From an optimization exercise on the open Yosys and OpenROAD flow, aimed at small area, a short achievable clock period and few clock cycles; shortcuts taken in it are not production practice.
At most, simulation tests tie the RTL to the original design; equivalence was not proved.
No activity file was given, so power comes from the tool's default toggle rates.

## the reference run
==> flow/design.v (excerpt) <==
module current_level_classifier #(
    parameter int MAX_SAMPLES = clc_pkg::MAX_SAMPLES_DEF,
    parameter int TOP_COUNT   = clc_pkg::TOP_COUNT_DEF
) (
    input  logic                              aclk,
    input  logic                              aresetn,
    input  logic                              s_tvalid,
    output logic                              s_tready,
    input  logic [clc_pkg::TDATA_IN_W-1:0]    s_tdata,    
    input  logic                              s_tuser,    
    input  logic                              s_tlast,
    output logic                              m_tvalid,
    input  logic                              m_tready,
    output logic [clc_pkg::TDATA_OUT_W-1:0]   m_tdata,    
    input  logic                              cfg_valid,
    output logic                              cfg_ready,
    input  logic [clc_pkg::CFG_IDX_W-1:0]     cfg_index,
    input  logic [clc_pkg::CUR_W-1:0]         cfg_data
);
For scale: about 1300 cells after synthesis, roughly 52 I/O pins, about 13000 µm² of cells after synthesis.
clock: 6.5 ns
lec_check: 0
cap_margin: 20
core_margin: 2
core_utilization: 40
cts_buf_list: sky130_fd_sc_hd__clkbuf_8
setup_slack_margin: 3.0
slew_margin: 20
standard.sh (not shown) runs the stock make flow with config.mk's settings and CLKGATE_MAP_FILE= SYNTH_SCRIPT=/design/flow/synth_recipe.tcl, a recipe that flattens the netlist after the stock synthesis.
==> flow/flow/run.sh <==
#!/bin/bash
set -o pipefail
export BUFFER_PORTS_ARGS="-buffer_cell sky130_fd_sc_hd__buf_1"
bash standard.sh > standard.log 2>&1
## Diff of input files: the trial run against the reference run
--- a/flow/design.v
+++ b/flow/design.v
@@ -129,15 +129,15 @@
     wire hold2 = ge2 || !cb_ge2;
     wire [16:0] t0_ins = ge0 ? t0 : v_sm;
     wire [16:0] t1_ins = ge1 ? t1 : (ge0 ? v_sm : t0);
     wire [16:0] t2_ins = hold2 ? t2 : (ge1 ? v_sm : t1);
     wire [26:0] dr = acc_reg[26:0];
     wire [26:0] dm = acc_reg[53:27];
     wire        first = first_reg;
-    localparam int CW = 3;                     
+    localparam int CW = 4;                     
     localparam int NY = (27 + CW - 1) / CW - 1;
     logic [NY-1:0] cyr_reg, cym_reg;
     logic [26:0] dr_ins, dm_ins;
     logic [NY-1:0] cyr_ins, cym_ins;
     clc_csacc #(.CW(CW)) u_accr (.d(dr), .cy(cyr_reg), .first(first), .vm(vm),
                       .cur(rated_reg), .d_new(dr_ins), .cy_new(cyr_ins));
     clc_csacc #(.CW(CW)) u_accm (.d(dm), .cy(cym_reg), .first(first), .vm(vm),
### Flow results
The flow did not stop early for the trial run: all stages ran, and the layout cleared the timing, design-rule and antenna checks. Diff the reference run -> the trial run: met2 usage up 1.6 points, number of global-route vias before repair up 194, relative contribution of combinational cells to total power up 2.8 points. Least setup slack across all paths after layout, the reference run and the trial run: lower on the reference run. Lower post-detailed-route via-to-cell ratio among the reference run and the trial run: the reference run. The trial run vs the reference run: end-of-flow core utilization up in the trial run.
Testbench counts of the trial run, summed over its fixed seeds: cycles 36,491.
No functional check of the RTL was part of the reference run.

========
Another version of the RTL of current_level_classifier (not shown whole).
Size: ~1300 cells after synthesis, roughly 13000 sq um of cells after synthesis.
==> flow/config.mk <==
export PLATFORM = sky130hd
export DESIGN_NAME = current_level_classifier
export DESIGN_NICKNAME = current_level_classifier
export VERILOG_FILES = /design/flow/design.v
export SDC_FILE = /design/flow/constraint.sdc
export NUM_CORES = 4
export LEC_CHECK = 0
export CAP_MARGIN = 20
export CORE_MARGIN = 2
export CORE_UTILIZATION = 40
export CTS_BUF_LIST = sky130_fd_sc_hd__clkbuf_8
export SETUP_SLACK_MARGIN = 2.7
export SLEW_MARGIN = 20
==> flow/constraint.sdc <==
create_clock -name core_clock -period 6.5 [get_ports {aclk}]
set_input_delay 1.3000 -clock core_clock [delete_from_list [all_inputs] [get_ports {aclk}]]
set_output_delay 1.3000 -clock core_clock [all_outputs]
set_load 0.01 [all_outputs]
Scripts as last shown in full above: flow/flow/run.sh
The baseline finished with timing, DRC and antenna clean.
Change:
--- a/flow/design.v
+++ b/flow/design.v
@@ -221,35 +221,37 @@
         else if (!dr_neg)       st_mean = 3'd1;
         else if (!dm_neg)       st_mean = 3'd0;
         else                    st_mean = 3'd2;
     end
     wire [17:0] tb_t = acc_reg[51:34];
     wire [1:0]  tb_k = acc_reg[53:52];
     logic [21:0] xa, xb, xc, xd, xs1, xc1, xs2, xc2;
     logic [19:0] ya, yb, yc, ys1, yc1;
     logic        kx, ky, x_neg, y_neg;
-    clc_cout #(.N(21)) u_cx (.a(xs2[20:0]), .b(xc2[20:0]), .cin(1'b1), .cout(kx));
-    clc_cout #(.N(19)) u_cy (.a(ys1[18:0]), .b(yc1[18:0]), .cin(1'b1), .cout(ky));
     always_comb begin
         xa  = {2'd0, tb_t, 2'b00};
         xb  = {4'd0, tb_t};
         xc  = ~(tb_k[0] ? {4'd0, rated_reg, 2'b00} : 22'd0);
         xd  = ~(tb_k[1] ? {3'd0, rated_reg, 3'b000} : 22'd0);
         xs1 = xa ^ xb ^ xc;
         xc1 = {(xa[20:0] & xb[20:0]) | (xa[20:0] & xc[20:0]) | (xb[20:0] & xc[20:0]), 1'b1};
         xs2 = xs1 ^ xc1 ^ xd;
         xc2 = {(xs1[20:0] & xc1[20:0]) | (xs1[20:0] & xd[20:0]) | (xc1[20:0] & xd[20:0]), 1'b0};
+        kx  = 1'b1;
+        for (int i = 0; i < 21; i++) kx = (xs2[i] & xc2[i]) | (kx & (xs2[i] | xc2[i]));
         x_neg = xs2[21] ^ xc2[21] ^ kx;
         ya  = {2'd0, tb_t};
         yb  = ~(tb_k[0] ? {4'd0, minw_reg} : 20'd0);
         yc  = ~(tb_k[1] ? {3'd0, minw_reg, 1'b0} : 20'd0);
         ys1 = ya ^ yb ^ yc;
         yc1 = {(ya[18:0] & yb[18:0]) | (ya[18:0] & yc[18:0]) | (yb[18:0] & yc[18:0]), 1'b1};
+        ky  = 1'b1;
+        for (int i = 0; i < 19; i++) ky = (ys1[i] & yc1[i]) | (ky & (ys1[i] | yc1[i]));
         y_neg = ys1[19] ^ yc1[19] ^ ky;
     end
     wire        is_off  = (tb_k == 2'd1) ? (tb_t <= 18'd100) :
                           (tb_k == 2'd2) ? (tb_t <= 18'd200) : (tb_t <= 18'd300);
     logic [2:0] st_peak;
     always_comb begin
         if (rated_reg == 16'd0 || tb_k == 2'd0)        st_peak = 3'd4;
         else if (!x_neg)                          st_peak = 3'd1;
         else if (is_off)                               st_peak = 3'd3;
@@ -360,34 +362,9 @@
             e3[i] = e2[2*i+1] & e2[2*i];
         end
         gt = g3[1] | (e3[1] & g3[0]);
         eq = e3[1] & e3[0];
         if (a[16] != b[16]) ge = !a[16];
         else if (a[16])     ge = !gt;
         else                ge = gt | eq;
     end
 endmodule
-module clc_cout #(
-    parameter int N = 16
-) (
-    input  logic [N-1:0] a,
-    input  logic [N-1:0] b,
-    input  logic         cin,
-    output logic         cout
-);
-    localparam int M = 1 << $clog2(N);
-    logic [M-1:0] g, p;
-    always_comb begin
-        for (int i = 0; i < M; i++) begin
-            g[i] = (i < N) ? (a[i] & b[i]) : 1'b0;
-            p[i] = (i < N) ? (a[i] | b[i]) : 1'b1;
-        end
-        g[0] = g[0] | (p[0] & cin);
-        for (int w = 1; w < M; w = w * 2) begin
-            for (int i = 0; i + w < M; i = i + 2 * w) begin
-                g[i] = g[i+w] | (p[i+w] & g[i]);
-                p[i] = p[i+w] & p[i];
-            end
-        end
-        cout = g[0];
-    end
-endmodule
=> The changed run ran to the end with no violations. Sequential share of layout area barely changes. Core utilization drops by 0.94 points. Final cell count went up by 0.51%. Wire length climbs by 4.6%. Power barely changes. Register-to-register slack is better by 0.21 ns.
Testbench counts after the change, summed over its fixed seeds: cycles 36,491.
The RTL of the first run of this note was laid out without a check of its function.

-- what the ideal ports hide --
No port has a modelled driver above. Below, the same layouts with a new extraction and two added sets of constraints.
Step 1, drivers: a clkbuf_16 drives aclk and a buf_2 each remaining input, both assumed.
Step 2 moves the port delays by t, midway between the first and last clock arrival at a register: inputs arrive t later, outputs are due t later. That takes back most of the time a late clock gives input paths.
a / b / c = ideal / step 1 / step 2; a / b = the first two.
| run | t (ns) | setup WS [ns] | worst setup path after step 2 | clock arrival spread, ns | pins driven straight from the clock port |
|---|---|---|---|---|---|
| the reference run | 0.541 | 2.879 / 2.879 / 2.879 | register to register | 0.017 / 0.018 | 1 |
| the trial run | 0.521 | 3.042 / 3.042 / 3.042 | register to register | 0.023 / 0.024 | 1 |
| the first run of note 2 | 0.520 | 2.561 / 2.561 / 2.561 | register to register | 0.019 / 0.019 | 1 |
| the second run of note 2 | 0.523 | 2.771 / 2.771 / 2.771 | register to register | 0.026 / 0.026 | 1 |
After both steps every run listed still meets setup and hold.
